Background: an optimization exercise with open tools, aiming at small area, a short achievable clock period and few clock cycles. Do not read the settings as production practice. In this exercise RTL edits were held to simulation tests only and were not proved equivalent to the original.

v6:
==> module hash64_multiply_mix_64bit_words_top, before the edit <==
module hash64_multiply_mix_64bit_words_top (
   input  wire logic        clock,
   input  wire logic        reset,
   input  wire logic        req_valid,
   output logic             req_stall,
   input  wire logic [63:0] req_key_word,
   input  wire logic [3:0]  req_word_bytes,
   input  wire logic        req_last_word,
   input  wire logic [30:0] req_total_length,
   output logic             rsp_valid,
   input  wire logic        rsp_stall,
   output logic [63:0]      rsp_hash_value,
   input  wire logic        csr_valid,
   output logic             csr_ready,
   input  wire logic [31:0] csr_hash_seed
);
   localparam logic [1:0] TA_NONE = 2'd0;
   localparam logic [1:0] TA_FULL = 2'd1;    
   localparam logic [1:0] TA_PART = 2'd2;    
   localparam logic [2:0] TB_NONE  = 3'd0;
   localparam logic [2:0] TB_K2    = 3'd1;
   localparam logic [2:0] TB_LFULL = 3'd2;   
   localparam logic [2:0] TB_LPART = 3'd3;   
   localparam logic [2:0] TB_LEMPT = 3'd4;   
   localparam logic [1:0] TC_NONE = 2'd0;
   localparam logic [1:0] TC_H    = 2'd1;    
   localparam logic [1:0] TC_HEND = 2'd2;    
   localparam logic [1:0] TC_RES  = 2'd3;    
   logic [1:0]  ta_ff;
   logic        ta_first_ff, ta_last_ff;
   logic [2:0]  tb_ff;
   logic        tb_first_ff, tb_last_ff;
   logic [1:0]  tc_ff;
   logic        key_open_ff;
   logic [63:0] xa_ff, xb_ff, xc_ff, hash_ff;
   logic [31:0] seed_ff;
   logic        rsp_valid_ff;
   logic [63:0] pa, pb, pc;
   h64mix_mul u_mul_a (.operand (xa_ff), .product (pa));
   h64mix_mul u_mul_b (.operand (xb_ff), .product (pb));
   h64mix_mul u_mul_c (.operand (xc_ff), .product (pc));
   function automatic logic [63:0] mix(input logic [63:0] v);
      mix = v ^ (v >> 47);
   endfunction
   logic [3:0]  nb;
   logic [63:0] mw;
   logic        w_full, w_empty, w_ends;
   assign nb      = (req_word_bytes > 4'd8) ? 4'd8 : req_word_bytes;
   assign w_full  = (nb == 4'd8);
   assign w_empty = (nb == 4'd0);
   assign w_ends  = req_last_word || !w_full;
   always_comb begin
      for (int i = 0; i < 8; i++) begin
         mw[i*8 +: 8] = (4'(i) < nb) ? req_key_word[i*8 +: 8] : 8'h00;
      end
   end
   logic freeze;      
   logic ok_full, ok_first_full, ok_later_short, ok_first_short, can_take, take;
   assign freeze = ((tc_ff == TC_RES) || (tb_ff == TB_LFULL)) && rsp_valid_ff && rsp_stall;
   assign ok_full        = 1'b1;
   assign ok_first_full  = (ta_ff != TA_FULL) && (tc_ff != TC_HEND) && (tb_ff != TB_LEMPT);
   assign ok_later_short = (ta_ff != TA_FULL);
   assign ok_first_short = (ta_ff == TA_NONE) && (tb_ff != TB_K2) && (tb_ff != TB_LPART);
   always_comb begin
      if (w_full) begin
         can_take = key_open_ff ? ok_full : ok_first_full;
      end else begin
         can_take = key_open_ff ? ok_later_short : ok_first_short;
      end
      can_take = can_take && !freeze;
   end
   assign req_stall = !can_take;
   assign take      = req_valid && can_take;
   logic [1:0]  ta_in;
   logic        ta_first_in, ta_last_in;
   logic [2:0]  tb_in;
   logic        tb_first_in, tb_last_in;
   logic [1:0]  tc_in;
   logic        key_open_in;
   logic [63:0] xb_in, xc_in;
   logic        produce;
   localparam logic [1:0] U_PC   = 2'd0;
   localparam logic [1:0] U_HASH = 2'd1;
   localparam logic [1:0] U_SPB  = 2'd2;    
   localparam logic [1:0] V_PB   = 2'd0;
   localparam logic [1:0] V_XA   = 2'd1;
   localparam logic [1:0] V_NONE = 2'd2;
   logic [1:0]  u_sel, v_sel;
   logic        mix_c, xc_we;
   logic [63:0] spb, u_c, v_c, y_c;
   logic        end_mark;    
   assign end_mark = take && key_open_ff && w_empty;
   always_comb begin
      ta_in       = TA_NONE;
      ta_first_in = !key_open_ff;
      ta_last_in  = w_ends;
      key_open_in = key_open_ff;
      if (take) begin
         key_open_in = !w_ends;
         if (w_full) begin
            ta_in = TA_FULL;
         end else if (key_open_ff && !w_empty) begin
            ta_in = TA_PART;
         end
      end
      tb_in       = TB_NONE;
      tb_first_in = ta_first_ff;
      tb_last_in  = ta_last_ff;
      xb_in       = mix(pa);
      if (ta_ff == TA_FULL) begin
         tb_in = TB_K2;
      end else if (take && !key_open_ff) begin
         xb_in = 64'(req_total_length);
         tb_in = w_full ? TB_LFULL : (w_empty ? TB_LEMPT : TB_LPART);
      end
      tc_in  = tc_ff;
      xc_we  = 1'b1;
      u_sel  = U_PC;
      v_sel  = V_PB;
      mix_c  = 1'b0;
      if (tb_ff == TB_K2) begin
         u_sel = tb_first_ff ? U_HASH : U_PC;
         tc_in = (tb_last_ff || end_mark) ? TC_HEND : TC_H;
      end else if (tb_ff == TB_LPART) begin
         u_sel = U_SPB;
         v_sel = V_XA;
         tc_in = TC_HEND;
      end else if (tb_ff == TB_LEMPT) begin
         u_sel = U_SPB;
         v_sel = V_NONE;
         mix_c = 1'b1;
         tc_in = TC_RES;
      end else if (ta_ff == TA_PART) begin
         v_sel = V_XA;
         tc_in = TC_HEND;
      end else if (tc_ff == TC_HEND) begin
         v_sel = V_NONE;
         mix_c = 1'b1;
         tc_in = TC_RES;
      end else begin
         xc_we = 1'b0;
         if (tc_ff == TC_RES) begin
            tc_in = TC_NONE;
         end else if (end_mark) begin
            tc_in = TC_HEND;
         end
      end
      produce = (tc_ff == TC_RES);
   end
   assign spb   = 64'(seed_ff) ^ pb;
   assign u_c   = (u_sel == U_PC) ? pc : ((u_sel == U_HASH) ? hash_ff : spb);
   assign v_c   = (v_sel == V_PB) ? pb : ((v_sel == V_XA) ? xa_ff : 64'd0);
   assign y_c   = u_c ^ v_c;
   assign xc_in = mix_c ? mix(y_c) : y_c;
   always_ff @(posedge clock) begin
      if (reset) begin
         ta_ff        <= TA_NONE;
         tb_ff        <= TB_NONE;
         tc_ff        <= TC_NONE;
         key_open_ff  <= 1'b0;
         rsp_valid_ff <= 1'b0;
         seed_ff      <= '0;
      end else begin
         if (!freeze) begin
            ta_ff        <= ta_in;
            tb_ff        <= tb_in;
            tc_ff        <= tc_in;
            key_open_ff  <= key_open_in;
            rsp_valid_ff <= produce || (rsp_valid_ff && rsp_stall);
         end
         if (csr_valid) begin
            seed_ff <= csr_hash_seed;
         end
      end
   end
   always_ff @(posedge clock) begin
      if (!freeze) begin
         ta_first_ff <= ta_first_in;
         ta_last_ff  <= ta_last_in;
         tb_first_ff <= tb_first_in;
         tb_last_ff  <= tb_last_in;
         xa_ff       <= mw;
         xb_ff       <= xb_in;
         if (xc_we) begin
            xc_ff <= xc_in;
         end
         if (produce) begin
            hash_ff <= mix(pc);
         end else if (tb_ff == TB_LFULL) begin
            hash_ff <= spb;
         end
      end
   end
   assign csr_ready      = 1'b1;
   assign rsp_valid      = rsp_valid_ff;
   assign rsp_hash_value = hash_ff;
endmodule
clock: 12.0 ns
lec_check: 0
cap_margin: 20
core_margin: 2
core_utilization: 40
setup_slack_margin: 5
slew_margin: 20
synth_hierarchical: 1
run.sh (not shown) runs the stock make flow with config.mk's settings and CLKGATE_MAP_FILE= SYNTH_SCRIPT=/design/flow/synth_recipe.tcl, a recipe that flattens the netlist after the stock synthesis.
Testbench counts of v6, summed over its fixed seeds: cycles 9,166.
### v6 -> v7
--- a/flow/design.v
+++ b/flow/design.v
@@ -1513,17 +1513,8 @@
    logic [1:0]  tc_in;
    logic        key_open_in;
    logic [63:0] xb_in, xc_in;
    logic        produce;
-   localparam logic [1:0] U_PC   = 2'd0;
-   localparam logic [1:0] U_HASH = 2'd1;
-   localparam logic [1:0] U_SPB  = 2'd2;    
-   localparam logic [1:0] V_PB   = 2'd0;
-   localparam logic [1:0] V_XA   = 2'd1;
-   localparam logic [1:0] V_NONE = 2'd2;
-   logic [1:0]  u_sel, v_sel;
-   logic        mix_c, xc_we;
-   logic [63:0] spb, u_c, v_c, y_c;
    logic        end_mark;    
    assign end_mark = take && key_open_ff && w_empty;
    always_comb begin
       ta_in       = TA_NONE;
@@ -1547,47 +1538,32 @@
       end else if (take && !key_open_ff) begin
          xb_in = 64'(req_total_length);
          tb_in = w_full ? TB_LFULL : (w_empty ? TB_LEMPT : TB_LPART);
       end
-      tc_in  = tc_ff;
-      xc_we  = 1'b1;
-      u_sel  = U_PC;
-      v_sel  = V_PB;
-      mix_c  = 1'b0;
+      tc_in = tc_ff;
+      xc_in = xc_ff;
       if (tb_ff == TB_K2) begin
-         u_sel = tb_first_ff ? U_HASH : U_PC;
+         xc_in = (tb_first_ff ? hash_ff : pc) ^ pb;
          tc_in = (tb_last_ff || end_mark) ? TC_HEND : TC_H;
       end else if (tb_ff == TB_LPART) begin
-         u_sel = U_SPB;
-         v_sel = V_XA;
+         xc_in = 64'(seed_ff) ^ pb ^ xa_ff;
          tc_in = TC_HEND;
       end else if (tb_ff == TB_LEMPT) begin
-         u_sel = U_SPB;
-         v_sel = V_NONE;
-         mix_c = 1'b1;
+         xc_in = mix(64'(seed_ff) ^ pb);
          tc_in = TC_RES;
       end else if (ta_ff == TA_PART) begin
-         v_sel = V_XA;
+         xc_in = pc ^ xa_ff;
          tc_in = TC_HEND;
       end else if (tc_ff == TC_HEND) begin
-         v_sel = V_NONE;
-         mix_c = 1'b1;
+         xc_in = mix(pc);
          tc_in = TC_RES;
-      end else begin
-         xc_we = 1'b0;
-         if (tc_ff == TC_RES) begin
-            tc_in = TC_NONE;
-         end else if (end_mark) begin
-            tc_in = TC_HEND;
-         end
+      end else if (tc_ff == TC_RES) begin
+         tc_in = TC_NONE;
+      end else if (end_mark) begin
+         tc_in = TC_HEND;
       end
       produce = (tc_ff == TC_RES);
    end
-   assign spb   = 64'(seed_ff) ^ pb;
-   assign u_c   = (u_sel == U_PC) ? pc : ((u_sel == U_HASH) ? hash_ff : spb);
-   assign v_c   = (v_sel == V_PB) ? pb : ((v_sel == V_XA) ? xa_ff : 64'd0);
-   assign y_c   = u_c ^ v_c;
-   assign xc_in = mix_c ? mix(y_c) : y_c;
    always_ff @(posedge clock) begin
       if (reset) begin
          ta_ff        <= TA_NONE;
          tb_ff        <= TB_NONE;
@@ -1615,15 +1591,13 @@
          tb_first_ff <= tb_first_in;
          tb_last_ff  <= tb_last_in;
          xa_ff       <= mw;
          xb_ff       <= xb_in;
-         if (xc_we) begin
-            xc_ff <= xc_in;
-         end
+         xc_ff       <= xc_in;
          if (produce) begin
             hash_ff <= mix(pc);
          end else if (tb_ff == TB_LFULL) begin
-            hash_ff <= spb;
+            hash_ff <= 64'(seed_ff) ^ pb;
          end
       end
    end
    assign csr_ready      = 1'b1;
Notes after the runs:
Looking at routed metal-1 wire length across v7 and v6, the one that comes out higher is v7.
Synthesized cell count (v7 over v6): increase, 368
v6 -> v7: register clock-pin slew on the reported worst setup and hold paths flat
Delta (v7 minus v6): row count went up by 2, clock skew lost 0.048 ns, total of clock buffers placed in the layout grew by 19%.
Going from v6 to v7, sequential cell count held; final hold slack went down 0.011 ns.
Status | v7 and v6 | clean
| area fraction in and, or, nand and nor cells after synthesis | lower: v6 |
Diff v6 -> v7: global-route wire length before repair lower; non-clock buffer count went down about 11%.
On worst path setup slack after routing, v7 does better than v6.
Testbench counts of v7, summed over its fixed seeds: cycles 9,166.

[static timing again, ports no longer ideal]
No port has a modelled driver above. Below, the same layouts with a new extraction and two added sets of constraints. Step 1 (the two cells are an assumption about what drives the block):
set clk [get_ports {clock}]
set_driving_cell -lib_cell sky130_fd_sc_hd__clkbuf_16 $clk
set_driving_cell -lib_cell sky130_fd_sc_hd__buf_2 [delete_from_list [all_inputs] $clk]
Step 2, shift: input delay + t, output delay - t, t = (earliest + latest rising clock arrival at the registers) / 2. This alone moves slack from input paths to output paths. a / b / c = ideal / step 1 / step 2; a / b = the first two.
run | shift t [ns] | slack for setup (ns) | worst hold slack (ns) | worst setup path after step 2 | latest minus earliest clock arrival (ns)
v6 | 0.699 | 4.751 / 4.751 / 4.751 | 0.420 / 0.420 / 0.420 | register to register | 0.082 / 0.082
v7 | 0.719 | 4.978 / 4.978 / 4.978 | 0.409 / 0.409 / 0.409 | register to register | 0.037 / 0.036
After both steps every run listed still meets setup and hold.
